Background: an optimization exercise with open tools, aiming at small area, a short achievable clock period and few clock cycles per item. Do not read the settings as production practice.
Only simulation tests tie the RTL to the original design; equivalence was not proved.
No activity file was given, so power comes from the tool's default toggle rates.

==> design/flow/design.v <==
package lobm_pkg;
	localparam int LEVELS_PER_SIDE_DEF  = 8;
	localparam int ORDERS_PER_LEVEL_DEF = 4;
	localparam int PRICE_W = 20;
	localparam int QTY_W   = 16;
	localparam int ID_W    = 32;
	localparam int KIND_W  = 2;
	localparam logic [KIND_W-1:0] KIND_MARKET = 2'd0;
	localparam logic [KIND_W-1:0] KIND_GTC    = 2'd1;
	function automatic logic [1:0] cmp32(input logic [31:0] a, input logic [31:0] b);
		logic [31:0] g, e;
		g = a & ~b;
		e = ~(a ^ b);
		for (int w = 1; w < 32; w = w * 2)
			for (int i = 0; i + w < 32; i = i + 2 * w) begin
				g[i] = g[i+w] | (e[i+w] & g[i]);
				e[i] = e[i+w] & e[i];
			end
		cmp32 = {g[0], e[0]};
	endfunction
endpackage
module lobm_ctrl
	(
		input  logic                          clk,
		input  logic                          arst_n,
		input  logic                          start,
		input  logic                          side,
		input  logic [lobm_pkg::KIND_W-1:0]   order_kind,
		input  logic [lobm_pkg::PRICE_W-1:0]  limit_price,
		input  logic [lobm_pkg::QTY_W-1:0]    quantity,
		input  logic [lobm_pkg::ID_W-1:0]     order_id,
		input  logic                          take,
		output logic                          ord_valid,
		output logic                          ord_side,
		output logic [lobm_pkg::KIND_W-1:0]   ord_kind,
		output logic [lobm_pkg::PRICE_W-1:0]  ord_limit,
		output logic [lobm_pkg::QTY_W-1:0]    ord_qty,
		output logic [lobm_pkg::ID_W-1:0]     ord_id,
		output logic                          busy
	);
	logic                         pv_q;
	logic                         p_side_q;
	logic [lobm_pkg::KIND_W-1:0]  p_kind_q;
	logic [lobm_pkg::PRICE_W-1:0] p_limit_q;
	logic [lobm_pkg::QTY_W-1:0]   p_qty_q;
	logic [lobm_pkg::ID_W-1:0]    p_id_q;
	always_ff @(posedge clk or negedge arst_n) begin
		if (!arst_n) begin
			pv_q <= 1'b0;
		end else begin
			if (take) pv_q <= 1'b0;
			else if (start) pv_q <= 1'b1;
		end
	end
	always_ff @(posedge clk) begin
		if (!pv_q) begin
			p_side_q  <= side;
			p_kind_q  <= order_kind;
			p_limit_q <= limit_price;
			p_qty_q   <= quantity;
			p_id_q    <= order_id;
		end
	end
	assign busy      = pv_q;
	assign ord_valid = pv_q || start;
	assign ord_side  = pv_q ? p_side_q  : side;
	assign ord_kind  = pv_q ? p_kind_q  : order_kind;
	assign ord_limit = pv_q ? p_limit_q : limit_price;
	assign ord_qty   = pv_q ? p_qty_q   : quantity;
	assign ord_id    = pv_q ? p_id_q    : order_id;
endmodule
module lobm_dp
	(
		input  logic                          clk,
		input  logic                          arst_n,
		output logic                          take,
		input  logic                          ord_valid,
		input  logic                          ord_side,
		input  logic [lobm_pkg::KIND_W-1:0]   ord_kind,
		input  logic [lobm_pkg::PRICE_W-1:0]  ord_limit,
		input  logic [lobm_pkg::QTY_W-1:0]    ord_qty,
		input  logic [lobm_pkg::ID_W-1:0]     ord_id,
		output logic                          result_strobe,
		output logic                          is_fill,
		output logic [lobm_pkg::ID_W-1:0]     maker_id,
		output logic [lobm_pkg::PRICE_W-1:0]  fill_price,
		output logic [lobm_pkg::QTY_W-1:0]    fill_quantity,
		output logic [lobm_pkg::QTY_W-1:0]    remaining,
		output logic                          rested,
		output logic                          status,
		output logic [lobm_pkg::PRICE_W-1:0]  reference_price,
		output logic                          last
	);
	localparam int PW = lobm_pkg::PRICE_W;
	localparam int QW = lobm_pkg::QTY_W;
	localparam int IW = lobm_pkg::ID_W;
	localparam int NL = 16;
	localparam int NS = 64;
	logic                        cv_q;
	logic                        c_side_q;
	logic [lobm_pkg::KIND_W-1:0] c_kind_q;
	logic [PW-1:0]               c_limit_q;
	logic [QW-1:0]               c_rem_q;
	logic [IW-1:0]               c_id_q;
	logic [NL-1:0]               gt_q, eq_q;
	logic [PW-1:0] price_q [NL];
	logic [NL-1:0] lval_q;
	logic [NL-1:0] best_q;
	logic [QW-1:0] qty_q [NS];
	logic [IW-1:0] id_q [NS];
	logic [NS-1:0] occ_q;
	logic          bt_q [2][8][8];
	logic          pr_q [NL][4][4];
	logic          pw_q;
	logic [3:0]    pw_lvl_q;
	logic [1:0]    pw_slot_q;
	logic [QW-1:0] pw_qty_q;
	logic          out_valid_q, out_fill_q, out_rested_q, out_status_q, out_last_q;
	logic [IW-1:0] out_maker_q;
	logic [PW-1:0] out_price_q, out_ref_q;
	logic [QW-1:0] out_fq_q, out_rem_q;
	logic [NL-1:0] gt, eq, lim_better, gt_d, eq_d;
	logic [1:0]    cmp_new;
	logic          fin, new_level;
	logic [NL-1:0] tgt_oh;
	always_comb begin
		cmp_new = lobm_pkg::cmp32(32'(ord_limit), 32'(c_limit_q));
		for (int l = 0; l < NL; l++) begin
			logic [1:0] c;
			c = lobm_pkg::cmp32(32'(ord_limit), 32'(price_q[l]));
			if (fin && new_level && tgt_oh[l]) c = cmp_new;
			gt_d[l] = c[1];
			eq_d[l] = c[0];
		end
		gt = gt_q;
		eq = eq_q;
		for (int l = 0; l < NL; l++)
			lim_better[l] = (l < 8) ? gt[l] : (!gt[l] && !eq[l]);
	end
	logic          bid_any, ask_any;
	logic [PW-1:0] bid_px, ask_px;
	logic [NL-1:0] best2;
	always_comb begin
		bid_any = |lval_q[7:0];
		ask_any = |lval_q[15:8];
		bid_px = '0;
		ask_px = '0;
		for (int i = 0; i < 8; i++) begin
			bid_px = bid_px | (best_q[i]   ? price_q[i]   : '0);
			ask_px = ask_px | (best_q[8+i] ? price_q[8+i] : '0);
		end
		for (int s = 0; s < 2; s++)
			for (int i = 0; i < 8; i++) begin
				logic b;
				b = lval_q[s*8+i] && !best_q[s*8+i];
				for (int j = 0; j < 8; j++) begin
					if (j < i) b = b && (!lval_q[s*8+j] || best_q[s*8+j] || !bt_q[s][j][i]);
					if (j > i) b = b && (!lval_q[s*8+j] || best_q[s*8+j] ||  bt_q[s][i][j]);
				end
				best2[s*8+i] = b;
			end
	end
	logic [NL-1:0] opp_oh;
	logic          opp_any, px_ok, can_fill;
	logic [PW-1:0] opp_px;
	logic [3:0]    mo [NL];
	logic [NL-1:0] one;
	logic [NS-1:0] fsel;
	logic [3:0]    fslot;
	logic [QW-1:0] qsel, fq, rem_next;
	logic          take_all;
	logic [1:0]    qcmp;
	logic [3:0]    flvl_enc;
	logic [1:0]    fslot_enc;
	always_comb begin
		for (int l = 0; l < NL; l++) opp_oh[l] = best_q[l] && ((l >= 8) != c_side_q);
		opp_any = c_side_q ? bid_any : ask_any;
		opp_px  = c_side_q ? bid_px : ask_px;
		px_ok = 1'b0;
		for (int l = 0; l < NL; l++) begin
			px_ok = px_ok || (opp_oh[l] && ((l >= 8) ? (gt[l] || eq[l]) : !gt[l]));
		end
		can_fill = cv_q && (c_rem_q != '0) && opp_any &&
			(c_kind_q == lobm_pkg::KIND_MARKET || px_ok);
		fin = cv_q && !can_fill;
		for (int l = 0; l < NL; l++) begin
			for (int a = 0; a < 4; a++) begin
				logic b;
				b = occ_q[l*4+a];
				for (int c = 0; c < 4; c++) begin
					if (c < a) b = b && (!occ_q[l*4+c] || !pr_q[l][c][a]);
					if (c > a) b = b && (!occ_q[l*4+c] ||  pr_q[l][a][c]);
				end
				mo[l][a] = b;
			end
			one[l] = (occ_q[l*4 +: 4] == 4'b0001) || (occ_q[l*4 +: 4] == 4'b0010) ||
				(occ_q[l*4 +: 4] == 4'b0100) || (occ_q[l*4 +: 4] == 4'b1000);
		end
		fslot = '0;
		qsel  = '0;
		flvl_enc = '0;
		for (int l = 0; l < NL; l++) begin
			for (int a = 0; a < 4; a++) begin
				fsel[l*4+a] = opp_oh[l] && mo[l][a];
				qsel = qsel | (fsel[l*4+a] ? qty_q[l*4+a] : '0);
			end
			fslot = fslot | (opp_oh[l] ? mo[l] : 4'b0);
			flvl_enc = flvl_enc | (opp_oh[l] ? 4'(l) : 4'd0);
		end
		fslot_enc = {fslot[3] | fslot[2], fslot[3] | fslot[1]};
		qcmp     = lobm_pkg::cmp32(32'(qsel), 32'(c_rem_q));
		take_all = !qcmp[1];
		fq       = take_all ? qsel : c_rem_q;
		rem_next = take_all ? (c_rem_q - qsel) : '0;
	end
	logic          rest_want, match_any, free_any, tgt_room, rest_ok, full;
	logic [NL-1:0] m_hit, free_oh;
	logic [3:0]    fs [NL];
	logic [3:0]    wslot;
	logic [NS-1:0] rsel;
	always_comb begin
		rest_want = (c_kind_q == lobm_pkg::KIND_GTC) && (c_rem_q != '0);
		free_any  = 1'b0;
		for (int l = 0; l < NL; l++) begin
			m_hit[l]   = lval_q[l] && eq[l] && ((l >= 8) == c_side_q);
			free_oh[l] = !lval_q[l] && ((l >= 8) == c_side_q) && !free_any;
			free_any   = free_any || free_oh[l];
		end
		match_any = |m_hit;
		tgt_oh    = match_any ? m_hit : free_oh;
		wslot     = '0;
		tgt_room  = 1'b0;
		for (int l = 0; l < NL; l++) begin
			fs[l][0] = !occ_q[l*4];
			fs[l][1] = occ_q[l*4] && !occ_q[l*4+1];
			fs[l][2] = occ_q[l*4] && occ_q[l*4+1] && !occ_q[l*4+2];
			fs[l][3] = occ_q[l*4] && occ_q[l*4+1] && occ_q[l*4+2] && !occ_q[l*4+3];
			wslot    = wslot | (tgt_oh[l] ? fs[l] : 4'b0);
			tgt_room = tgt_room || (m_hit[l] && !(&occ_q[l*4 +: 4]));
		end
		rest_ok   = rest_want && (match_any ? tgt_room : free_any);
		full      = rest_want && !rest_ok;
		new_level = rest_ok && !match_any;
		for (int l = 0; l < NL; l++)
			for (int a = 0; a < 4; a++)
				rsel[l*4+a] = tgt_oh[l] && wslot[a];
	end
	logic [NL-1:0] lsel;
	logic [IW-1:0] lid_b [4];
	logic [IW-1:0] lid_a [4];
	logic [IW-1:0] lid_own [4];
	logic [IW-1:0] maker;
	logic [3:0]    id_lt, id_eq;
	always_comb begin
		for (int l = 0; l < NL; l++)
			lsel[l] = ((l >= 8) == c_side_q) ? tgt_oh[l] : best_q[l];
		maker = '0;
		for (int a = 0; a < 4; a++) begin
			lid_b[a] = '0;
			lid_a[a] = '0;
			for (int l = 0; l < 8; l++) begin
				lid_b[a] = lid_b[a] | (lsel[l]   ? id_q[l*4+a]     : '0);
				lid_a[a] = lid_a[a] | (lsel[8+l] ? id_q[(8+l)*4+a] : '0);
			end
			lid_own[a] = c_side_q ? lid_a[a] : lid_b[a];
			maker = maker | (fslot[a] ? (c_side_q ? lid_b[a] : lid_a[a]) : '0);
			{id_lt[a], id_eq[a]} = lobm_pkg::cmp32(lid_own[a], c_id_q);
		end
	end
	logic          own_any, lim_beats_own, lim_best;
	logic          bid_any2, ask_any2;
	logic [PW-1:0] bid_px2, ask_px2, ref_px;
	logic [PW:0]   mid_sum;
	always_comb begin
		own_any       = c_side_q ? ask_any : bid_any;
		lim_beats_own = 1'b0;
		for (int l = 0; l < NL; l++)
			if ((l >= 8) == c_side_q) lim_beats_own = lim_beats_own || (best_q[l] && lim_better[l]);
		lim_best = new_level && (!own_any || lim_beats_own);
		bid_any2 = bid_any || (!c_side_q && rest_ok);
		ask_any2 = ask_any || ( c_side_q && rest_ok);
		bid_px2  = (!c_side_q && lim_best) ? c_limit_q : bid_px;
		ask_px2  = ( c_side_q && lim_best) ? c_limit_q : ask_px;
		mid_sum  = {1'b0, bid_px2} + {1'b0, ask_px2};
		if (bid_any2 && ask_any2) ref_px = mid_sum[PW:1];
		else if (bid_any2) ref_px = bid_px2;
		else if (ask_any2) ref_px = ask_px2;
		else ref_px = '0;
	end
	logic          rest_fire, lvl_clear;
	logic [NS-1:0] pw_sel;
	logic [QW-1:0] wq;
	always_comb begin
		take      = !cv_q || fin;
		rest_fire = fin && rest_ok;
		lvl_clear = can_fill && take_all && |(opp_oh & one);
		for (int l = 0; l < NL; l++)
			for (int a = 0; a < 4; a++)
				pw_sel[l*4+a] = pw_q && pw_lvl_q == 4'(l) && pw_slot_q == 2'(a);
		wq = pw_q ? (pw_qty_q - out_fq_q) : c_rem_q;
	end
	always_ff @(posedge clk or negedge arst_n) begin
		if (!arst_n) begin
			cv_q        <= 1'b0;
			lval_q      <= '0;
			best_q      <= '0;
			occ_q       <= '0;
			out_valid_q <= 1'b0;
			pw_q        <= 1'b0;
		end else begin
			out_valid_q <= cv_q;
			pw_q        <= can_fill && !take_all;
			if (take) cv_q <= ord_valid;
			for (int l = 0; l < NL; l++) begin
				if (can_fill && opp_oh[l] && take_all && one[l]) lval_q[l] <= 1'b0;
				if (rest_fire && new_level && tgt_oh[l]) lval_q[l] <= 1'b1;
			end
			for (int k = 0; k < NS; k++) begin
				if (can_fill && fsel[k] && take_all) occ_q[k] <= 1'b0;
				if (rest_fire && rsel[k]) occ_q[k] <= 1'b1;
			end
			for (int s = 0; s < 2; s++) begin
				if (lvl_clear && (s == 1) != c_side_q)
					best_q[s*8 +: 8] <= best2[s*8 +: 8];
				if (rest_fire && lim_best && (s == 1) == c_side_q)
					best_q[s*8 +: 8] <= tgt_oh[s*8 +: 8];
			end
		end
	end
	always_ff @(posedge clk) begin
		if (take) begin
			gt_q      <= gt_d;
			eq_q      <= eq_d;
			c_side_q  <= ord_side;
			c_kind_q  <= ord_kind;
			c_limit_q <= ord_limit;
			c_rem_q   <= ord_qty;
			c_id_q    <= ord_id;
		end else begin
			c_rem_q   <= rem_next;
		end
		pw_lvl_q  <= flvl_enc;
		pw_slot_q <= fslot_enc;
		pw_qty_q  <= qsel;
		for (int k = 0; k < NS; k++) begin
			if (pw_sel[k] || (rest_fire && rsel[k])) qty_q[k] <= wq;
			if (rest_fire && rsel[k]) id_q[k] <= c_id_q;
		end
		for (int l = 0; l < NL; l++) begin
			if (rest_fire && new_level && tgt_oh[l]) price_q[l] <= c_limit_q;
			if (rest_fire && tgt_oh[l]) begin
				for (int a = 0; a < 4; a++)
					for (int b = a + 1; b < 4; b++) begin
						if (wslot[a]) pr_q[l][a][b] <= id_lt[b] || id_eq[b];
						if (wslot[b]) pr_q[l][a][b] <= !id_lt[a];
					end
			end
		end
		for (int s = 0; s < 2; s++)
			for (int i = 0; i < 8; i++)
				for (int j = i + 1; j < 8; j++) begin
					if (rest_fire && new_level && tgt_oh[s*8+i]) bt_q[s][i][j] <= lim_better[s*8+j];
					if (rest_fire && new_level && tgt_oh[s*8+j]) bt_q[s][i][j] <= !lim_better[s*8+i];
				end
		out_fill_q <= can_fill;
		out_last_q <= !can_fill;
		if (can_fill) begin
			out_maker_q  <= maker;
			out_price_q  <= opp_px;
			out_fq_q     <= fq;
			out_rem_q    <= '0;
			out_rested_q <= 1'b0;
			out_status_q <= 1'b0;
			out_ref_q    <= '0;
		end else begin
			out_maker_q  <= '0;
			out_price_q  <= '0;
			out_fq_q     <= '0;
			out_rem_q    <= c_rem_q;
			out_rested_q <= rest_ok;
			out_status_q <= full;
			out_ref_q    <= ref_px;
		end
	end
	assign result_strobe   = out_valid_q;
	assign is_fill         = out_fill_q;
	assign maker_id        = out_maker_q;
	assign fill_price      = out_price_q;
	assign fill_quantity   = out_fq_q;
	assign remaining       = out_rem_q;
	assign rested          = out_rested_q;
	assign status          = out_status_q;
	assign reference_price = out_ref_q;
	assign last            = out_last_q;
endmodule
module limit_order_book_matcher
	(
		input  logic               clk,
		input  logic               arst_n,
		input  logic               start,
		output logic               busy,
		input  logic               side,
		input  logic [lobm_pkg::KIND_W-1:0]  order_kind,
		input  logic [lobm_pkg::PRICE_W-1:0] limit_price,
		input  logic [lobm_pkg::QTY_W-1:0]   quantity,
		input  logic [lobm_pkg::ID_W-1:0]    order_id,
		output logic               result_strobe,
		output logic               is_fill,
		output logic [lobm_pkg::ID_W-1:0]    maker_id,
		output logic [lobm_pkg::PRICE_W-1:0] fill_price,
		output logic [lobm_pkg::QTY_W-1:0]   fill_quantity,
		output logic [lobm_pkg::QTY_W-1:0]   remaining,
		output logic               rested,
		output logic               status,
		output logic [lobm_pkg::PRICE_W-1:0] reference_price,
		output logic               last
	);
	logic                         take;
	logic                         ord_valid;
	logic                         ord_side;
	logic [lobm_pkg::KIND_W-1:0]  ord_kind;
	logic [lobm_pkg::PRICE_W-1:0] ord_limit;
	logic [lobm_pkg::QTY_W-1:0]   ord_qty;
	logic [lobm_pkg::ID_W-1:0]    ord_id;
	lobm_ctrl u_ctrl (
		.clk         (clk),
		.arst_n      (arst_n),
		.start       (start),
		.side        (side),
		.order_kind  (order_kind),
		.limit_price (limit_price),
		.quantity    (quantity),
		.order_id    (order_id),
		.take        (take),
		.ord_valid   (ord_valid),
		.ord_side    (ord_side),
		.ord_kind    (ord_kind),
		.ord_limit   (ord_limit),
		.ord_qty     (ord_qty),
		.ord_id      (ord_id),
		.busy        (busy)
	);
	lobm_dp u_dp (
		.clk             (clk),
		.arst_n          (arst_n),
		.take            (take),
		.ord_valid       (ord_valid),
		.ord_side        (ord_side),
		.ord_kind        (ord_kind),
		.ord_limit       (ord_limit),
		.ord_qty         (ord_qty),
		.ord_id          (ord_id),
		.result_strobe   (result_strobe),
		.is_fill         (is_fill),
		.maker_id        (maker_id),
		.fill_price      (fill_price),
		.fill_quantity   (fill_quantity),
		.remaining       (remaining),
		.rested          (rested),
		.status          (status),
		.reference_price (reference_price),
		.last            (last)
	);
endmodule
==> design/flow/run.sh <==
#!/bin/bash
# synth_recipe.tcl (not shown) runs the flow's synth.tcl, then flattens the netlist and writes it again
# the make line also repeats each setting of config.mk as NAME=value (left out here)
make -C /OpenROAD-flow-scripts/flow DESIGN_CONFIG=/design/flow/config.mk WORK_HOME=/design/flow/orfs CLKGATE_MAP_FILE= SYNTH_SCRIPT=/design/flow/synth_recipe.tcl finish
==> design/flow/config.mk <==
export PLATFORM = sky130hd
export DESIGN_NAME = limit_order_book_matcher
export DESIGN_NICKNAME = limit_order_book_matcher
export VERILOG_FILES = /design/flow/design.v
export SDC_FILE = /design/flow/constraint.sdc
export NUM_CORES = 4
export LEC_CHECK = 0
export ABC_CLOCK_PERIOD_IN_PS = 5000
export CAP_MARGIN = 20
export CORE_MARGIN = 2
export CORE_UTILIZATION = 40
export SETUP_SLACK_MARGIN = 3.0
export SLEW_MARGIN = 20
==> design/flow/constraint.sdc <==
create_clock -name core_clock -period 8.0 [get_ports {clk}]
set_input_delay 1.6000 -clock core_clock [delete_from_list [all_inputs] [get_ports {clk}]]
set_output_delay 1.6000 -clock core_clock [all_outputs]
set_load 0.01 [all_outputs]
==> results of run 1 <==
-- critical path, delay by kind of cell (launching register included) --
family                   cells  cell delay [ns]
buffers and inverters        5             1.15
flip-flops                   1             0.46
multiplexers                 1             0.16
AND/OR/NAND/NOR              7             1.90
AO/OA/AOI/OAI                6             2.11
adder cells (fa/ha/maj)      1             0.34
-- power groups by stage --
stage | clock network, mW | registers [mW] | logic (mW)
after floorplan | 0 | 28.5 | 11.1
after global placement | 0 | 28.1 | 22.2
after detailed placement | 0 | 28.1 | 22.6
after CTS | 19.2 | 27.7 | 24.7
after global routing | 20.0 | 27.8 | 27.8
final | 19.1 | 27.8 | 27.0
-- cells in the final DEF (no fill, tap or decap), types with 87 or more instances in the layout --
cell type           n
a211oi_1           89
a21o_1            282
a21oi_1           215
a221oi_1          294
a221oi_2           89
a222oi_1          385
a22o_1            313
a22oi_1           361
buf_12            107
buf_4             760
buf_6             102
clkbuf_16         421
clkdlybuf4s50_1   182
dfrtp_1            87
dfxtp_1           217
edfxtp_1         3631
ha_1              513
inv_1             532
mux2_2             91
mux2i_1           140
nand2_1           583
nand3_1           103
nand4_1           231
nor2_1            372
nor2b_1            92
o21ai_0           216
o22ai_1           144
-- cells by family after synthesis --
group,Yosys count
DFF,3948
AOI/OAI and AO/OA,2910
and+or+nand+nor,1864
buffers and inverters,1160
adders and majority gates,530
muxes,242
xor gates and xnor gates,48
-- layer usage --
metal  vias to the layer above  global-route usage (%)
li1                      45473                       -
met1                     58511                   39.42
met2                      9018                   47.42
met3                      1848                   7.784
met4                        20                   15.97
met5                         -                  0.2600
-- registers in the layout, indices dropped and copies added (netlist names), 20 cells and up --
signal	flops
u_dp.c_id_q	32
u_dp.c_limit_q	20
u_ctrl.p_limit_q	20
u_dp.price_q	320
u_dp.out_ref_q	20
u_dp.pr_q	96
u_dp.occ_q	64
u_dp.bt_q	56
u_dp.out_maker_q	32
u_ctrl.p_id_q	32
u_dp.out_price_q	20
u_dp.qty_q	1024
u_dp.id_q	2048
-- synthesized netlist by cell type, drive strengths merged, types with 13 or more instances --
cell type	number	share of area [%]
a2111oi	41	0.33
a211oi	138	0.65
a21bo	28	0.17
a21boi	23	0.11
a21o	284	1.3
a21oi	251	0.78
a221oi	406	2.2
a222oi	385	2.4
a22o	313	1.7
a22oi	365	1.7
a31oi	23	0.097
a32o	28	0.17
and2	34	0.13
and3	21	0.081
buf	124	0.38
clkbuf	496	1.2
dfrtp	100	1.5
dfxtp	217	2.7
edfxtp	3631	67
ha	528	4.1
inv	539	1.3
mux2	94	0.65
mux2i	148	0.92
nand2	611	1.4
nand2b	70	0.27
nand3	106	0.33
nand4	231	0.89
nor2	457	1.1
nor2b	92	0.36
nor3	76	0.24
nor4	55	0.24
o2111ai	13	0.070
o211ai	18	0.087
o21a	13	0.060
o21ai	252	0.78
o221ai	22	0.12
o22ai	208	0.80
o31ai	18	0.087
or2	13	0.050
or4	29	0.14
xnor2	21	0.11
xor2	27	0.15
-- metrics by stage --
stage	instances	setup WS [ns]	hold slack, ns	setup TNS, ns
floorplan	10702	2.854	0.4229	0
global placement	16230	0.1036	0.4600	0
detailed placement	16243	-0.05220	0.4568	-0.7800
CTS	17114	1.808	0.4752	0
global route	17481	1.668	0.4855	0
finish	17503	1.624	0.4732	0
-- final cells by class --
class | count | area (sq um) | share of cell area, %
diodes | 33 | 82.58 | 0.04204
clock buffers | 493 | 10540 | 5.368
repair buffers | 1217 | 12340 | 6.284
multi-input cells | 5617 | 46070 | 23.45
flip-flops and latches | 3948 | 115900 | 59.00
well taps | 5405 | 6763 | 3.443
clock inverters | 250 | 2680 | 1.364
inverters | 540 | 2052 | 1.045
-- worst max path at each step --
stage / end / depth (start not counted) / slack [ns]
2_1_floorplan: u_dp.pr_q[107]$_DFFE_PP_ / 24 / 2.85
3_3_place_gp: u_dp.pr_q[97]$_DFFE_PP_ / 24 / 0.10
3_5_place_dp: u_dp.pr_q[17]$_DFFE_PP_ / 24 / -0.05
4_1_cts: u_dp.best_q[7]$_DFFE_PN0P_ / 25 / 1.81
5_1_grt: u_dp.pr_q[33]$_DFFE_PP_ / 28 / 1.67
6_report: u_dp.pr_q[6]$_DFFE_PP_ / 20 / 1.62
-- repair_timing --
item | CTS | global route
resized for setup | 206 | 541
cloned | 26 | 28
setup endpoints to repair | 3407 | 3472
pin swaps | 36 | 187
buffers inserted | 102 | 324
==> impl_metrics.toml, run 1 <==
[grt]
grt.overflow.total = 0
track_usage_pct = 30.52
antenna_found_initial = 35
grt_pass1_vias = 106813
grt_max_degree = 102
grt_pass1_wl_microns = 873800

[routing]
routed_wl_microns = 660100
wl_met3_microns = 85310
wl_met2_microns = 294200
highest_layer = "met5"
met1_length_microns = 236800
dr_total_vias = 114870
drt_pre_antenna_iters = 10
vias_per_cell = 6.563
detail-route-antenna-nets = 0
drt_iter0_markers = 20862
routedWlPerCell_microns = 37.71
remaining_drc_errors = 0

[critical_path]
rr_endpoint = "u_dp.pr_q[6]$_DFFE_PP_"
required_ns = 8.77
critPathMaxFanout = 16
cp_cell_sequence = "buf_6 -> and3b_1 -> or4_4 -> a211oi_4 -> buf_6 -> a21oi_4 -> nand2_8 -> buf_6 -> a222oi_1 -> nand2_1 -> a221oi_1 -> mux2i_1 -> ha_1 -> nand4_1 -> nor4_1 -> buf_4 -> o31a_1 -> nor3_4 -> a22oi_2 -> buf_4"
crit_top_cell = "buf_6"
r2r_setup_slack_ns = 1.62
crit_start = "u_dp.c_side_q$_DFFE_PN_"
cp-start-kind = "flop"
critPathMaxStageDelay_ns = 0.67
worstSetupPathType = "flop to flop"
critPathSlowestCell = "a222oi_1"
rr_worst_depth = 20
rr_startpoint = "u_dp.c_side_q$_DFFE_PN_"
crit_arrival_ns = 7.15
worst_setup_path_end_kind = "flop"

[sta]
setup_viol = 0
slew_headroom_pct = 15.72
rsz0062_at_grt = "true"
timing.fmax_mhz = 156.8
clock_skew_ns = 0.1144
fin_crit_ns = 6.376
slew_viol_final = 0
fin_crit_sh_pct = 79.70
worst_slew_pin_slew_ns = 1.264
hold_viol_final = 0

[final_layout]
nNetsFinal = 12329
final_area_sq_um = 196400
fin_util_pct = 48.79
syn2layout_area_growth_pct = 21.42
drive_gt1_share_pct = 19.76
fillCellCount = 33896

[placed_design]
hpwlAfterDp_microns = 412300
dpl_cell_area_sq_um = 174700
port_buffers = 183
place.gp.congestion = 0.9815

[logic_synthesis]
yosys.area_share.adder_pct = 4.108
synth.distinct_cells = 102
synth_compound_area_share_pct = 14.07
ys_seq_elements = 3948
async_flop_share_pct = 2.533
yosys.area_share.simple_pct = 5.576
synth-seq-area-share_pct = 71.63
synth_mux_area_share_pct = 1.570
syn_area_per_cell_sq_um = 15.12
ys_warn_count = 12
synth.cell_area_sq_um = 161800
synth_cells = 10702
synth-edff-count = 3631
synth_xor_xnor_area_share_pct = 0.2599
synth_top_family_by_area = "compound AO/OA/AOI/OAI gates"
yosys_most_used_dff = "edfxtp_1"

[floorplan]
boundaryPins = 184
die_x_microns = 640.0
initial_utilization_pct = 40.18
die_height_microns = 640.0
core_sq_um = 402600
dieArea_sq_um = 409500
num_rows = 233

[clock_network]
numClockSinks = 3948
numCtsBuffers = 401
holdBufCountCts = 0
clk_pin_slew_worst_paths_ns = 0.06
htree_num_levels = 5
clockBufferDepth = 4
cts_tree = "done"
clk_latency_ns = 1.04
cts_root_buf = "clkbuf_16"

[run]
maxCapViolCount = 0

[power]
cellLeakagePower_nw = 69.84
switchingPower_mw = 28.03
p_per_area_nw_per_um2 = 376.3
power_mw = 73.92
clkPwrFrac_pct = 25.9
p_sw_share_pct = 37.92
p_seq_share_pct = 37.6
p_int_mw = 45.89
comb_power_share_pct = 36.6
ir_worst_vdd_v = 0.0003675

[hold_path]
hold_class = "flop to flop"
whs_endpoint = "u_ctrl.p_id_q[13]$_DFF_P_"
hp-start = "u_ctrl.p_id_q[13]$_DFF_P_"
whs_path_depth = 1

[outcome]
outcome = "complete, no violations"
Testbench counts, summed over its fixed seeds: cycles 12,943, orders 8,000.
==> inputs of run 2 (changes only) <==
--- a/design/flow/design.v
+++ b/design/flow/design.v
@@ -19,6 +19,37 @@
 		cmp32 = {g[0], e[0]};
 	endfunction
 endpackage
+module lobm_cmp
+	#(
+		parameter int W = 32
+	)
+	(
+		input  logic [W-1:0] a,
+		input  logic [W-1:0] b,
+		output logic         gt,
+		output logic         eq
+	);
+	logic [1:0] c;
+	assign c  = lobm_pkg::cmp32(32'(a), 32'(b));
+	assign gt = c[1];
+	assign eq = c[0];
+endmodule
+module lobm_add
+	#(
+		parameter int W   = 16,
+		parameter bit SUB = 1'b0
+	)
+	(
+		input  logic [W-1:0] a,
+		input  logic [W-1:0] b,
+		output logic [W-1:0] s
+	);
+	if (SUB) begin : g_sub
+		assign s = a - b;
+	end else begin : g_add
+		assign s = a + b;
+	end
+endmodule
 module lobm_ctrl
 	(
 		input  logic                          clk,
@@ -48,12 +79,11 @@
 		if (!arst_n) begin
 			pv_q <= 1'b0;
 		end else begin
-			if (take) pv_q <= 1'b0;
-			else if (start) pv_q <= 1'b1;
+			if (!pv_q || take) pv_q <= start;
 		end
 	end
 	always_ff @(posedge clk) begin
-		if (!pv_q) begin
+		if (!pv_q || take) begin
 			p_side_q  <= side;
 			p_kind_q  <= order_kind;
 			p_limit_q <= limit_price;
@@ -61,13 +91,13 @@
 			p_id_q    <= order_id;
 		end
 	end
-	assign busy      = pv_q;
-	assign ord_valid = pv_q || start;
-	assign ord_side  = pv_q ? p_side_q  : side;
-	assign ord_kind  = pv_q ? p_kind_q  : order_kind;
-	assign ord_limit = pv_q ? p_limit_q : limit_price;
-	assign ord_qty   = pv_q ? p_qty_q   : quantity;
-	assign ord_id    = pv_q ? p_id_q    : order_id;
+	assign busy      = pv_q && !take;
+	assign ord_valid = pv_q;
+	assign ord_side  = p_side_q;
+	assign ord_kind  = p_kind_q;
+	assign ord_limit = p_limit_q;
+	assign ord_qty   = p_qty_q;
+	assign ord_id    = p_id_q;
 endmodule
 module lobm_dp
 	(
@@ -103,6 +133,7 @@
 	logic [QW-1:0]               c_rem_q;
 	logic [IW-1:0]               c_id_q;
 	logic [NL-1:0]               gt_q, eq_q;
+	logic [NL-1:0]               okm_q;
 	logic [PW-1:0] price_q [NL];
 	logic [NL-1:0] lval_q;
 	logic [NL-1:0] best_q;
@@ -119,7 +150,7 @@
 	logic [IW-1:0] out_maker_q;
 	logic [PW-1:0] out_price_q, out_ref_q;
 	logic [QW-1:0] out_fq_q, out_rem_q;
-	logic [NL-1:0] gt, eq, lim_better, gt_d, eq_d;
+	logic [NL-1:0] gt, eq, lim_better, gt_d, eq_d, okm_d;
 	logic [1:0]    cmp_new;
 	logic          fin, new_level;
 	logic [NL-1:0] tgt_oh;
@@ -131,6 +162,7 @@
 			if (fin && new_level && tgt_oh[l]) c = cmp_new;
 			gt_d[l] = c[1];
 			eq_d[l] = c[0];
+			okm_d[l] = ord_kind == lobm_pkg::KIND_MARKET || ((l >= 8) ? (c[1] || c[0]) : !c[1]);
 		end
 		gt = gt_q;
 		eq = eq_q;
@@ -161,27 +193,24 @@
 			end
 	end
 	logic [NL-1:0] opp_oh;
-	logic          opp_any, px_ok, can_fill;
+	logic          can_fill, rem_nz, fill_b, fill_a;
 	logic [PW-1:0] opp_px;
 	logic [3:0]    mo [NL];
 	logic [NL-1:0] one;
 	logic [NS-1:0] fsel;
-	logic [3:0]    fslot;
-	logic [QW-1:0] qsel, fq, rem_next;
+	logic [3:0]    fslot, fslot_b, fslot_a;
+	logic [QW-1:0] qsel, qsel_b, qsel_a, fq, rem_next, rem_diff;
 	logic          take_all;
 	logic [1:0]    qcmp;
 	logic [3:0]    flvl_enc;
 	logic [1:0]    fslot_enc;
 	always_comb begin
 		for (int l = 0; l < NL; l++) opp_oh[l] = best_q[l] && ((l >= 8) != c_side_q);
-		opp_any = c_side_q ? bid_any : ask_any;
-		opp_px  = c_side_q ? bid_px : ask_px;
-		px_ok = 1'b0;
-		for (int l = 0; l < NL; l++) begin
-			px_ok = px_ok || (opp_oh[l] && ((l >= 8) ? (gt[l] || eq[l]) : !gt[l]));
-		end
-		can_fill = cv_q && (c_rem_q != '0) && opp_any &&
-			(c_kind_q == lobm_pkg::KIND_MARKET || px_ok);
+		opp_px = c_side_q ? bid_px : ask_px;
+		fill_b = |(best_q[7:0] & okm_q[7:0]);
+		fill_a = |(best_q[15:8] & okm_q[15:8]);
+		rem_nz = c_rem_q != '0;
+		can_fill = cv_q && rem_nz && (c_side_q ? fill_b : fill_a);
 		fin = cv_q && !can_fill;
 		for (int l = 0; l < NL; l++) begin
 			for (int a = 0; a < 4; a++) begin
@@ -196,48 +225,73 @@
 			one[l] = (occ_q[l*4 +: 4] == 4'b0001) || (occ_q[l*4 +: 4] == 4'b0010) ||
 				(occ_q[l*4 +: 4] == 4'b0100) || (occ_q[l*4 +: 4] == 4'b1000);
 		end
-		fslot = '0;
-		qsel  = '0;
-		flvl_enc = '0;
-		for (int l = 0; l < NL; l++) begin
+		fslot_b = '0;
+		fslot_a = '0;
+		qsel_b  = '0;
+		qsel_a  = '0;
+		for (int l = 0; l < 8; l++) begin
 			for (int a = 0; a < 4; a++) begin
-				fsel[l*4+a] = opp_oh[l] && mo[l][a];
-				qsel = qsel | (fsel[l*4+a] ? qty_q[l*4+a] : '0);
+				qsel_b = qsel_b | ((best_q[l]   && mo[l][a])   ? qty_q[l*4+a]     : '0);
+				qsel_a = qsel_a | ((best_q[8+l] && mo[8+l][a]) ? qty_q[(8+l)*4+a] : '0);
 			end
-			fslot = fslot | (opp_oh[l] ? mo[l] : 4'b0);
+			fslot_b = fslot_b | (best_q[l]   ? mo[l]   : 4'b0);
+			fslot_a = fslot_a | (best_q[8+l] ? mo[8+l] : 4'b0);
+		end
+		qsel  = c_side_q ? qsel_b : qsel_a;
+		fslot = c_side_q ? fslot_b : fslot_a;
+		flvl_enc = '0;
+		for (int l = 0; l < NL; l++) begin
+			for (int a = 0; a < 4; a++) fsel[l*4+a] = opp_oh[l] && mo[l][a];
 			flvl_enc = flvl_enc | (opp_oh[l] ? 4'(l) : 4'd0);
 		end
 		fslot_enc = {fslot[3] | fslot[2], fslot[3] | fslot[1]};
-		qcmp     = lobm_pkg::cmp32(32'(qsel), 32'(c_rem_q));
 		take_all = !qcmp[1];
 		fq       = take_all ? qsel : c_rem_q;
-		rem_next = take_all ? (c_rem_q - qsel) : '0;
+		rem_next = take_all ? rem_diff : '0;
 	end
+	lobm_cmp #(.W(QW)) u_cmp_q (.a(qsel), .b(c_rem_q), .gt(qcmp[1]), .eq(qcmp[0]));
+	lobm_add #(.W(QW), .SUB(1'b1)) u_sub_rem (.a(c_rem_q), .b(qsel), .s(rem_diff));
 	logic          rest_want, match_any, free_any, tgt_room, rest_ok, full;
-	logic [NL-1:0] m_hit, free_oh;
+	logic          mh_b, mh_a, fr_b, fr_a, rm_b, rm_a;
+	logic [NL-1:0] m_hit, free_oh, tgt_side;
 	logic [3:0]    fs [NL];
-	logic [3:0]    wslot;
+	logic [3:0]    wslot, ws_b, ws_a;
 	logic [NS-1:0] rsel;
 	always_comb begin
-		rest_want = (c_kind_q == lobm_pkg::KIND_GTC) && (c_rem_q != '0);
-		free_any  = 1'b0;
+		rest_want = (c_kind_q == lobm_pkg::KIND_GTC) && rem_nz;
 		for (int l = 0; l < NL; l++) begin
-			m_hit[l]   = lval_q[l] && eq[l] && ((l >= 8) == c_side_q);
-			free_oh[l] = !lval_q[l] && ((l >= 8) == c_side_q) && !free_any;
-			free_any   = free_any || free_oh[l];
-		end
-		match_any = |m_hit;
-		tgt_oh    = match_any ? m_hit : free_oh;
-		wslot     = '0;
-		tgt_room  = 1'b0;
+			m_hit[l]   = lval_q[l] && eq[l];
+			free_oh[l] = !lval_q[l];
+			for (int j = 0; j < 8; j++)
+				if (j < l % 8) free_oh[l] = free_oh[l] && lval_q[(l / 8) * 8 + j];
+		end
+		mh_b = |m_hit[7:0];
+		mh_a = |m_hit[15:8];
+		fr_b = |free_oh[7:0];
+		fr_a = |free_oh[15:8];
+		tgt_side[7:0]  = mh_b ? m_hit[7:0]  : free_oh[7:0];
+		tgt_side[15:8] = mh_a ? m_hit[15:8] : free_oh[15:8];
 		for (int l = 0; l < NL; l++) begin
 			fs[l][0] = !occ_q[l*4];
 			fs[l][1] = occ_q[l*4] && !occ_q[l*4+1];
 			fs[l][2] = occ_q[l*4] && occ_q[l*4+1] && !occ_q[l*4+2];
 			fs[l][3] = occ_q[l*4] && occ_q[l*4+1] && occ_q[l*4+2] && !occ_q[l*4+3];
-			wslot    = wslot | (tgt_oh[l] ? fs[l] : 4'b0);
-			tgt_room = tgt_room || (m_hit[l] && !(&occ_q[l*4 +: 4]));
 		end
+		ws_b = '0;
+		ws_a = '0;
+		rm_b = 1'b0;
+		rm_a = 1'b0;
+		for (int l = 0; l < 8; l++) begin
+			ws_b = ws_b | (tgt_side[l]   ? fs[l]   : 4'b0);
+			ws_a = ws_a | (tgt_side[8+l] ? fs[8+l] : 4'b0);
+			rm_b = rm_b || (m_hit[l]   && !(&occ_q[l*4 +: 4]));
+			rm_a = rm_a || (m_hit[8+l] && !(&occ_q[(8+l)*4 +: 4]));
+		end
+		for (int l = 0; l < NL; l++) tgt_oh[l] = tgt_side[l] && ((l >= 8) == c_side_q);
+		match_any = c_side_q ? mh_a : mh_b;
+		free_any  = c_side_q ? fr_a : fr_b;
+		tgt_room  = c_side_q ? rm_a : rm_b;
+		wslot     = c_side_q ? ws_a : ws_b;
 		rest_ok   = rest_want && (match_any ? tgt_room : free_any);
 		full      = rest_want && !rest_ok;
 		new_level = rest_ok && !match_any;
@@ -253,7 +307,7 @@
 	logic [3:0]    id_lt, id_eq;
 	always_comb begin
 		for (int l = 0; l < NL; l++)
-			lsel[l] = ((l >= 8) == c_side_q) ? tgt_oh[l] : best_q[l];
+			lsel[l] = ((l >= 8) == c_side_q) ? m_hit[l] : best_q[l];
 		maker = '0;
 		for (int a = 0; a < 4; a++) begin
 			lid_b[a] = '0;
@@ -264,32 +318,31 @@
 			end
 			lid_own[a] = c_side_q ? lid_a[a] : lid_b[a];
 			maker = maker | (fslot[a] ? (c_side_q ? lid_b[a] : lid_a[a]) : '0);
-			{id_lt[a], id_eq[a]} = lobm_pkg::cmp32(lid_own[a], c_id_q);
 		end
 	end
-	logic          own_any, lim_beats_own, lim_best;
-	logic          bid_any2, ask_any2;
-	logic [PW-1:0] bid_px2, ask_px2, ref_px;
-	logic [PW:0]   mid_sum;
+	for (genvar ga = 0; ga < 4; ga++) begin : g_icmp
+		lobm_cmp #(.W(IW)) u_cmp (.a(lid_own[ga]), .b(c_id_q), .gt(id_lt[ga]), .eq(id_eq[ga]));
+	end
+	logic          own_any, opp_any, lim_beats_own, lim_best, own_any2;
+	logic [PW-1:0] own_px, ref_px;
+	logic [PW:0]   sum_cur, sum_lim;
 	always_comb begin
-		own_any       = c_side_q ? ask_any : bid_any;
-		lim_beats_own = 1'b0;
-		for (int l = 0; l < NL; l++)
-			if ((l >= 8) == c_side_q) lim_beats_own = lim_beats_own || (best_q[l] && lim_better[l]);
+		own_any  = c_side_q ? ask_any : bid_any;
+		opp_any  = c_side_q ? bid_any : ask_any;
+		own_px   = c_side_q ? ask_px : bid_px;
+		lim_beats_own = c_side_q ? |(best_q[15:8] & lim_better[15:8]) : |(best_q[7:0] & lim_better[7:0]);
 		lim_best = new_level && (!own_any || lim_beats_own);
-		bid_any2 = bid_any || (!c_side_q && rest_ok);
-		ask_any2 = ask_any || ( c_side_q && rest_ok);
-		bid_px2  = (!c_side_q && lim_best) ? c_limit_q : bid_px;
-		ask_px2  = ( c_side_q && lim_best) ? c_limit_q : ask_px;
-		mid_sum  = {1'b0, bid_px2} + {1'b0, ask_px2};
-		if (bid_any2 && ask_any2) ref_px = mid_sum[PW:1];
-		else if (bid_any2) ref_px = bid_px2;
-		else if (ask_any2) ref_px = ask_px2;
+		own_any2 = own_any || rest_ok;
+		if (own_any2 && opp_any) ref_px = lim_best ? sum_lim[PW:1] : sum_cur[PW:1];
+		else if (own_any2) ref_px = lim_best ? c_limit_q : own_px;
+		else if (opp_any) ref_px = opp_px;
 		else ref_px = '0;
 	end
+	lobm_add #(.W(PW+1)) u_add_cur (.a({1'b0, bid_px}), .b({1'b0, ask_px}), .s(sum_cur));
+	lobm_add #(.W(PW+1)) u_add_lim (.a({1'b0, c_limit_q}), .b({1'b0, opp_px}), .s(sum_lim));
 	logic          rest_fire, lvl_clear;
 	logic [NS-1:0] pw_sel;
-	logic [QW-1:0] wq;
+	logic [QW-1:0] wq, pw_diff;
 	always_comb begin
 		take      = !cv_q || fin;
 		rest_fire = fin && rest_ok;
@@ -297,8 +350,9 @@
 		for (int l = 0; l < NL; l++)
 			for (int a = 0; a < 4; a++)
 				pw_sel[l*4+a] = pw_q && pw_lvl_q == 4'(l) && pw_slot_q == 2'(a);
-		wq = pw_q ? (pw_qty_q - out_fq_q) : c_rem_q;
+		wq = pw_q ? pw_diff : c_rem_q;
 	end
+	lobm_add #(.W(QW), .SUB(1'b1)) u_sub_pw (.a(pw_qty_q), .b(out_fq_q), .s(pw_diff));
 	always_ff @(posedge clk or negedge arst_n) begin
 		if (!arst_n) begin
 			cv_q        <= 1'b0;
@@ -330,6 +384,7 @@
 	always_ff @(posedge clk) begin
 		if (take) begin
 			gt_q      <= gt_d;
+			okm_q     <= okm_d;
 			eq_q      <= eq_d;
 			c_side_q  <= ord_side;
 			c_kind_q  <= ord_kind;
==> design/flow/config.mk (replaced) <==
export PLATFORM = sky130hd
export DESIGN_NAME = limit_order_book_matcher
export DESIGN_NICKNAME = limit_order_book_matcher
export VERILOG_FILES = /design/flow/design.v
export SDC_FILE = /design/flow/constraint.sdc
export NUM_CORES = 4
export LEC_CHECK = 0
export CAP_MARGIN = 20
export CORE_MARGIN = 2
export CORE_UTILIZATION = 60
export SETUP_SLACK_MARGIN = 3.5
export SLEW_MARGIN = 20
export SYNTH_HIERARCHICAL = 1
==> impl_metrics.toml, run 2 <==
[hold_path]
whs_endpoint = "u_dp.c_id_q[9]$_DFFE_PP_"
hp-start = "u_ctrl.p_id_q[9]$_DFFE_PP_"
whs_path_depth = 0
hold_class = "flop to flop"

[clock_network]
clk_pin_slew_worst_paths_ns = 0.06
cts_root_buf = "clkbuf_16"
numCtsBuffers = 395
htree_num_levels = 5
clk_latency_ns = 1.07
clockBufferDepth = 4
numClockSinks = 3964
cts_tree = "done"

[critical_path]
worst_setup_path_end_kind = "flop"
r2r_setup_slack_ns = 3.00
rr_endpoint = "u_dp.pr_q[113]$_DFFE_PP_"
cp-start-kind = "flop"
critPathMaxStageDelay_ns = 0.48
worstSetupPathType = "flop to flop"
cp_cell_sequence = "buf_12 -> buf_16 -> and3_4 -> or2_4 -> buf_16 -> a22o_1 -> nor3_4 -> a21oi_2 -> ha_1 -> a21o_1 -> a21o_1 -> a221o_1 -> a211o_1 -> a21o_4 -> mux2i_4 -> buf_8"
rr_startpoint = "u_dp.c_side_q$_DFFE_PP_"
crit_family = "compound AO/OA/AOI/OAI gates"
critPathSlowestCell = "nor3_4"
rr_worst_depth = 16
critical_path_buf_inv_count = 4
critPathMaxFanout = 8
crit_arrival_ns = 5.79
required_ns = 8.79

[routing]
highest_layer = "met5"
drt_iter0_markers = 23999
met1_length_microns = 220800
detail-route-antenna-nets = 0
vias_per_cell = 7.378
drt_pre_antenna_iters = 16
wl_met2_microns = 289800
routed_wl_microns = 666500
dr_total_vias = 124092
remaining_drc_errors = 0
routedWlPerCell_microns = 39.62
wl_met3_microns = 96490

[sta]
timing.fmax_mhz = 200.0
rsz0062_at_grt = "true"
hold_viol_final = 0
fin_crit_sh_pct = 62.49
slew_viol_final = 0
worst_slew_pin_slew_ns = 1.409
tns_ns = 0
slew_headroom_pct = 5.360
setup_viol = 0
fin_crit_ns = 4.999
clock_skew_ns = 0.1291

[final_layout]
nNetsFinal = 13376
layout_commonest_cell = "edfxtp_1"
multi_input_area_sq_um = 51750
final-seq-area_sq_um = 117200
max_flop_register = "u_dp.id_q"
final_area_sq_um = 202400
drive_gt1_share_pct = 19.93
syn2layout_area_growth_pct = 20.12
reg.largest.list = "u_dp.id_q: 2048 flops, u_dp.qty_q: 1024 flops, u_dp.price_q: 320 flops"
layout_common_cells = "edfxtp_1, a22oi_1, buf_4, inv_1, ha_1"
fillCellCount = 17713
largest_reg_flops = 2048

[logic_synthesis]
syn_area_per_cell_sq_um = 14.28
synth_cells = 11799
synth.cell_area_sq_um = 168500
ys_warn_count = 30

[floorplan]
dieArea_sq_um = 285000
num_rows = 194
boundaryPins = 184
initial_utilization_pct = 60.30
die_height_microns = 533.9
core_sq_um = 279400
die_x_microns = 533.9

[placed_design]
dpl_cell_area_sq_um = 177800
place.gp.congestion = 1.080
port_buffers = 183
hpwlAfterDp_microns = 387600

[grt]
antenna_found_initial = 56
grt.overflow.total = 0
grt_pass1_wl_microns = 898500
track_usage_pct = 45.08
grt_max_degree = 97
grt_pass1_vias = 115371

[power]
cellLeakagePower_nw = 70.31
ir_worst_vdd_v = 0.0005737
p_per_area_nw_per_um2 = 429.8

[run]
maxCapViolCount = 0

[outcome]
outcome = "complete, no violations"
-- run 2: repair_timing --
| item | CTS | global route |
|---|---|---|
| setup endpoints to repair | 3598 | 1700 |
| hold buffers | 0 | 0 |
| setup buffers | 296 | 211 |
| pin swaps | 164 | 229 |
| gates cloned | 55 | 32 |
| hold endpoints to repair | 0 | 0 |
| resized for setup | 724 | 564 |
-- run 2: area by class of cell --
type | count | area share [%]
Sequential cell | 3964 | 57.91
Multi-Input combinational cell | 6510 | 25.57
Timing Repair Buffer | 1248 | 6.517
Clock buffer | 500 | 5.201
Tap cell | 3724 | 2.303
Clock inverter | 231 | 1.277
Inverter | 621 | 1.178
Antenna cell | 18 | 0.02226
Timing Repair inverter | 4 | 0.01484
-- run 2: routing by layer --
layer	up-vias	GRT usage [%]
met5	-	0.1999
met4	40	31.69
li1	49292	-
met1	61099	57.57
met2	11116	66.44
met3	2545	13.36
-- run 2: power breakdown --
part | total, mW | switching [mW] | internal [mW]
Combinational | 39.3 | 26.9 | 12.4
Clock | 18.9 | 8.12 | 10.8
Sequential | 28.7 | 1.08 | 27.7
Total | 87.0 | 36.1 | 50.9
-- run 2: worst reg2reg max path, stage by stage (launching register included) --
cell and delay, ns:
edfxtp_1 0.46, buf_12 0.21, buf_16 0.17, and3_4 0.24
or2_4 0.41, buf_16 0.24, a22o_1 0.27, nor3_4 0.48
a21oi_2 0.10, ha_1 0.32, a21o_1 0.17, a21o_1 0.18
a221o_1 0.36, a211o_1 0.32, a21o_4 0.33, mux2i_4 0.30
buf_8 0.21
-- run 2: worst max-delay path by stage --
stage                                           start                          to  slack [ns]  cells after the start
after floorplan               u_dp.c_side_q$_DFFE_PP_    u_dp.pr_q[115]$_DFFE_PP_        3.37                     17
after global routing      u_dp.best_q[11]$_DFFE_PN0P_                        busy        3.02                     10
after CTS                 u_dp.best_q[11]$_DFFE_PN0P_                        busy        3.17                      9
final                         u_dp.c_side_q$_DFFE_PP_    u_dp.pr_q[113]$_DFFE_PP_        3.00                     16
after global placement     u_dp.occ_q[36]$_DFFE_PN0P_  u_dp.occ_q[57]$_DFFE_PN0P_        1.41                     18
after detailed placement   u_dp.occ_q[60]$_DFFE_PN0P_  u_dp.occ_q[56]$_DFFE_PN0P_        1.45                     18
-- run 2: through the flow --
stage               setup slack, ns  cells  utilization, %  power, mW  hold WS (ns)
floorplan                     3.371  11802               -      45.38        0.3662
global placement              1.408  15467           63.61      59.45        0.4014
detailed placement            1.446  15469           63.65      60.05        0.4045
CTS                           3.175  16551           70.66      82.00        0.4178
global route                  3.021  16805           72.42      88.64        0.4217
finish                        3.001  16820           72.43      86.98        0.4151
Testbench counts of run 2, summed over its fixed seeds: cycles 12,951, orders 8,000.
==> inputs of run 3 (changes only) <==
--- a/design/flow/design.v
+++ b/design/flow/design.v
@@ -66,8 +66,7 @@
 		output logic [lobm_pkg::KIND_W-1:0]   ord_kind,
 		output logic [lobm_pkg::PRICE_W-1:0]  ord_limit,
 		output logic [lobm_pkg::QTY_W-1:0]    ord_qty,
-		output logic [lobm_pkg::ID_W-1:0]     ord_id,
-		output logic                          busy
+		output logic [lobm_pkg::ID_W-1:0]     ord_id
 	);
 	logic                         pv_q;
 	logic                         p_side_q;
@@ -91,7 +90,6 @@
 			p_id_q    <= order_id;
 		end
 	end
-	assign busy      = pv_q && !take;
 	assign ord_valid = pv_q;
 	assign ord_side  = p_side_q;
 	assign ord_kind  = p_kind_q;
@@ -103,7 +101,9 @@
 	(
 		input  logic                          clk,
 		input  logic                          arst_n,
+		input  logic                          start,
 		output logic                          take,
+		output logic                          busy,
 		input  logic                          ord_valid,
 		input  logic                          ord_side,
 		input  logic [lobm_pkg::KIND_W-1:0]   ord_kind,
@@ -134,6 +134,7 @@
 	logic [IW-1:0]               c_id_q;
 	logic [NL-1:0]               gt_q, eq_q;
 	logic [NL-1:0]               okm_q;
+	logic [NL-1:0]               m_hit_q;
 	logic [PW-1:0] price_q [NL];
 	logic [NL-1:0] lval_q;
 	logic [NL-1:0] best_q;
@@ -200,7 +201,7 @@
 	logic [NS-1:0] fsel;
 	logic [3:0]    fslot, fslot_b, fslot_a;
 	logic [QW-1:0] qsel, qsel_b, qsel_a, fq, rem_next, rem_diff;
-	logic          take_all;
+	logic          take_all, rem_more;
 	logic [1:0]    qcmp;
 	logic [3:0]    flvl_enc;
 	logic [1:0]    fslot_enc;
@@ -246,6 +247,7 @@
 		end
 		fslot_enc = {fslot[3] | fslot[2], fslot[3] | fslot[1]};
 		take_all = !qcmp[1];
+		rem_more = !qcmp[1] && !qcmp[0];
 		fq       = take_all ? qsel : c_rem_q;
 		rem_next = take_all ? rem_diff : '0;
 	end
@@ -260,7 +262,7 @@
 	always_comb begin
 		rest_want = (c_kind_q == lobm_pkg::KIND_GTC) && rem_nz;
 		for (int l = 0; l < NL; l++) begin
-			m_hit[l]   = lval_q[l] && eq[l];
+			m_hit[l]   = m_hit_q[l];
 			free_oh[l] = !lval_q[l];
 			for (int j = 0; j < 8; j++)
 				if (j < l % 8) free_oh[l] = free_oh[l] && lval_q[(l / 8) * 8 + j];
@@ -343,6 +345,8 @@
 	logic          rest_fire, lvl_clear;
 	logic [NS-1:0] pw_sel;
 	logic [QW-1:0] wq, pw_diff;
+	logic [NL-1:0] lval_d, best_r, best_d;
+	logic          pv_d, cf_a, cf_b, cf_f2, busy_d, busy_q;
 	always_comb begin
 		take      = !cv_q || fin;
 		rest_fire = fin && rest_ok;
@@ -351,6 +355,29 @@
 			for (int a = 0; a < 4; a++)
 				pw_sel[l*4+a] = pw_q && pw_lvl_q == 4'(l) && pw_slot_q == 2'(a);
 		wq = pw_q ? pw_diff : c_rem_q;
+		lval_d = lval_q;
+		best_r = best_q;
+		for (int l = 0; l < NL; l++)
+			if (rest_fire && new_level && tgt_oh[l]) lval_d[l] = 1'b1;
+		for (int s = 0; s < 2; s++)
+			if (rest_fire && lim_best && (s == 1) == c_side_q)
+				best_r[s*8 +: 8] = tgt_oh[s*8 +: 8];
+		best_d = best_r;
+		for (int l = 0; l < NL; l++)
+			if (can_fill && opp_oh[l] && take_all && one[l]) lval_d[l] = 1'b0;
+		for (int s = 0; s < 2; s++)
+			if (lvl_clear && (s == 1) != c_side_q)
+				best_d[s*8 +: 8] = best2[s*8 +: 8];
+		pv_d = (!ord_valid || take) ? start : ord_valid;
+		cf_a = 1'b0;
+		cf_f2 = 1'b0;
+		for (int l = 0; l < NL; l++) begin
+			cf_a  = cf_a  || (best_r[l] && ((l >= 8) != ord_side) && okm_d[l]);
+			cf_f2 = cf_f2 || (best2[l] && ((l >= 8) != c_side_q) && okm_q[l]);
+		end
+		cf_a = cf_a && (ord_qty != '0);
+		cf_b = rem_more && (!(|(opp_oh & one)) || cf_f2);
+		busy_d = pv_d && (take ? (ord_valid && cf_a) : cf_b);
 	end
 	lobm_add #(.W(QW), .SUB(1'b1)) u_sub_pw (.a(pw_qty_q), .b(out_fq_q), .s(pw_diff));
 	always_ff @(posedge clk or negedge arst_n) begin
@@ -361,30 +388,25 @@
 			occ_q       <= '0;
 			out_valid_q <= 1'b0;
 			pw_q        <= 1'b0;
+			busy_q      <= 1'b0;
 		end else begin
 			out_valid_q <= cv_q;
 			pw_q        <= can_fill && !take_all;
 			if (take) cv_q <= ord_valid;
-			for (int l = 0; l < NL; l++) begin
-				if (can_fill && opp_oh[l] && take_all && one[l]) lval_q[l] <= 1'b0;
-				if (rest_fire && new_level && tgt_oh[l]) lval_q[l] <= 1'b1;
-			end
+			lval_q <= lval_d;
 			for (int k = 0; k < NS; k++) begin
 				if (can_fill && fsel[k] && take_all) occ_q[k] <= 1'b0;
 				if (rest_fire && rsel[k]) occ_q[k] <= 1'b1;
 			end
-			for (int s = 0; s < 2; s++) begin
-				if (lvl_clear && (s == 1) != c_side_q)
-					best_q[s*8 +: 8] <= best2[s*8 +: 8];
-				if (rest_fire && lim_best && (s == 1) == c_side_q)
-					best_q[s*8 +: 8] <= tgt_oh[s*8 +: 8];
-			end
+			best_q <= best_d;
+			busy_q <= busy_d;
 		end
 	end
 	always_ff @(posedge clk) begin
 		if (take) begin
 			gt_q      <= gt_d;
 			okm_q     <= okm_d;
+			m_hit_q   <= eq_d & lval_d;
 			eq_q      <= eq_d;
 			c_side_q  <= ord_side;
 			c_kind_q  <= ord_kind;
@@ -437,6 +459,7 @@
 			out_ref_q    <= ref_px;
 		end
 	end
+	assign busy            = busy_q;
 	assign result_strobe   = out_valid_q;
 	assign is_fill         = out_fill_q;
 	assign maker_id        = out_maker_q;
@@ -492,13 +515,14 @@
 		.ord_kind    (ord_kind),
 		.ord_limit   (ord_limit),
 		.ord_qty     (ord_qty),
-		.ord_id      (ord_id),
-		.busy        (busy)
+		.ord_id      (ord_id)
 	);
 	lobm_dp u_dp (
 		.clk             (clk),
 		.arst_n          (arst_n),
+		.start           (start),
 		.take            (take),
+		.busy            (busy),
 		.ord_valid       (ord_valid),
 		.ord_side        (ord_side),
 		.ord_kind        (ord_kind),
--- a/design/flow/config.mk
+++ b/design/flow/config.mk
@@ -8,6 +8,8 @@
 export CAP_MARGIN = 20
 export CORE_MARGIN = 2
 export CORE_UTILIZATION = 60
+export CTS_CLUSTER_DIAMETER = 80
+export CTS_CLUSTER_SIZE = 20
 export SETUP_SLACK_MARGIN = 3.5
 export SLEW_MARGIN = 20
 export SYNTH_HIERARCHICAL = 1
==> impl_metrics.toml, run 3 <==
[power]
ir_worst_vdd_v = 0.0006093
cellLeakagePower_nw = 65.63
power_mw = 88.50
p_per_area_nw_per_um2 = 468.4

[critical_path]
cp-start-kind = "flop"
critPathSlowestCell = "a2111oi_4"
critPathMaxStageDelay_ns = 0.64
crit_arrival_ns = 5.57
required_ns = 8.78
worstSetupPathType = "flop to flop"
cp_cell_sequence = "inv_1 -> a222oi_1 -> and3_1 -> buf_8 -> a22o_1 -> a221oi_2 -> nand4_1 -> a2111oi_4 -> a31oi_2 -> ha_1 -> nand2_1 -> nor2_1 -> a211oi_1 -> o211ai_1 -> buf_6 -> nor2_4 -> buf_12 -> buf_16 -> nand3_4 -> o41ai_2 -> nand2_1"
crit_top_cell = "nand2_1"
critPathMaxFanout = 17
crit_family = "compound AO/OA/AOI/OAI gates"
worst_setup_path_end_kind = "flop"
critical_path_buf_inv_count = 5

[sta]
slew_headroom_pct = 19.27
fin_crit_sh_pct = 59.90
slew_viol_final = 0
tns_ns = 0
setup_viol = 0
worst_slew_pin_slew_ns = 1.206
fin_crit_ns = 4.792
clock_skew_ns = 0.07060
timing.fmax_mhz = 208.7
hold_viol_final = 0
rsz0062_at_grt = "true"

[clock_network]
htree_num_levels = 4
numClockSinks = 3973
clk_latency_ns = 0.97
numCtsBuffers = 231
cts_tree = "done"
cts_root_buf = "clkbuf_16"
clk_pin_slew_worst_paths_ns = 0.08
clockBufferDepth = 4
holdBufCountCts = 0

[final_layout]
syn2layout_area_growth_pct = 13.99
drive_gt1_share_pct = 15.11
nNetsFinal = 12886
reg.largest.list = "u_dp.id_q: 2048 flops, u_dp.qty_q: 1024 flops, u_dp.price_q: 320 flops"
largest_reg_flops = 2048
layout_common_cells = "edfxtp_1, a22oi_1, nor2_1, inv_1, buf_4"
max_flop_register = "u_dp.id_q"
layout_commonest_cell = "edfxtp_1"

[floorplan]
core_sq_um = 274100
initial_utilization_pct = 60.47
dieArea_sq_um = 280500
die_height_microns = 529.6
num_rows = 192
boundaryPins = 184
die_x_microns = 529.6

[grt]
grt_pass1_vias = 108221
grt_pass1_wl_microns = 829700
track_usage_pct = 42.18
grt_max_degree = 191
antenna_found_initial = 31
grt.overflow.total = 0

[placed_design]
hpwlAfterDp_microns = 374900
place.gp.congestion = 0.9854
port_buffers = 183

[routing]
drt_iter0_markers = 21051
routed_wl_microns = 607900
detail-route-antenna-nets = 0
routedWlPerCell_microns = 37.73
vias_per_cell = 7.209
dr_total_vias = 116153
drt_pre_antenna_iters = 10
remaining_drc_errors = 0

[logic_synthesis]
syn_area_per_cell_sq_um = 14.29
ys_warn_count = 30
synth.cell_area_sq_um = 165700
synth_cells = 11599

[run]
maxCapViolCount = 0

[hold_path]
hold_class = "flop to flop"

[outcome]
outcome = "complete, no violations"
## run 3: worst paths after layout
check                                                 start                    endpoint  slack (ns)  depth (start not counted)
worst min-delay path            u_ctrl.p_id_q[10]$_DFFE_PP_   u_dp.c_id_q[10]$_DFFE_PP_        0.42                          0
worst max-delay path                u_dp.pr_q[59]$_DFFE_PP_  u_dp.occ_q[16]$_DFFE_PN0P_        3.21                         21
worst min register to register  u_ctrl.p_id_q[10]$_DFFE_PP_   u_dp.c_id_q[10]$_DFFE_PP_        0.42                          0
min in group asynchronous                            arst_n         u_dp.pw_q$_DFF_PN0_        0.76                          1
max in group asynchronous                            arst_n    u_dp.best_q[5]$_DFF_PN0_        5.76                          2
worst max register to register      u_dp.pr_q[59]$_DFFE_PP_  u_dp.occ_q[16]$_DFFE_PN0P_        3.21                         21
## run 3: routing by layer
| layer | vias up | wire, microns | global-route usage [%] |
|---|---|---|---|
| met5 | - | 203 | 0 |
| met4 | 30 | 35350 | 19.68 |
| met3 | 1582 | 96120 | 13.89 |
| met2 | 9674 | 259600 | 60.57 |
| met1 | 57824 | 216600 | 58.52 |
| li1 | 47043 | - | - |
## run 3: cell type report
cell class,count,area (sq um)
clock inverters,42,494.2
diodes,14,35.03
repair inverters,3,22.52
repair buffers,1018,10290
clock buffers,349,6255
fillers,18473,85170
flip-flops and latches,3973,117400
inverters,694,2769
well taps,3686,4612
multi-input cells,6333,47030
## run 3: report_power, final
group / switching, mW / internal, mW
clock: 6.79 / 5.56
sequential: 1.38 / 28.3
combinational: 32.0 / 14.5
## run 3: metrics by stage
| stage | utilization [%] | worst slack (ns) | instance area, sq um | instances | hold slack (ns) |
|---|---|---|---|---|---|
| 2_1_floorplan | - | 3.499 | 165800 | 11602 | 0.4003 |
| 3_3_place_gp | 63.45 | 1.396 | 173900 | 15234 | 0.4016 |
| 3_5_place_dp | 63.52 | 1.481 | 174100 | 15240 | 0.4045 |
| 4_1_cts | 67.95 | 3.116 | 186200 | 15960 | 0.4241 |
| 5_1_grt | 68.92 | 3.163 | 188900 | 16104 | 0.4304 |
| 6_report | 68.93 | 3.208 | 188900 | 16112 | 0.4179 |
## run 3: repair_timing
item | in CTS | in global routing
gates cloned | 22 | 18
resized for setup | 499 | 356
endpoints found under the setup margin | 3182 | 1262
pin swaps | 166 | 120
setup buffers | 307 | 118
Testbench counts of run 3, summed over its fixed seeds: cycles 12,951, orders 8,000.

==> afterwards: timing with drivers on the ports <==
The flow's constraints put no driver on any port. The routed layouts listed below were extracted and timed again, unchanged, in two steps.
Step 1 (the two cells are an assumption about what drives the block):
set clk [get_ports {clk}]
set_driving_cell -lib_cell sky130_fd_sc_hd__clkbuf_16 $clk
set_driving_cell -lib_cell sky130_fd_sc_hd__buf_2 [delete_from_list [all_inputs] $clk]
Step 2 adds t to the input delays and takes it off the output delays; t is the mean of the earliest and latest rising clock arrival at the registers after step 1. Input paths then give back, and output paths get back, about the clock's delay inside the block.
a / b / c = ideal / step 1 / step 2; a / b = the first two.
run | t, ns | setup WS [ns] | worst setup path after step 2
run 1 | 1.097 | 1.624 / 1.624 / 1.624 | register to register
run 2 | 1.098 | 3.001 / 3.001 / 3.001 | register to register
run 3 | 1.042 | 3.208 / 3.208 / 3.208 | register to register
After both steps setup and hold are still met in every run listed.
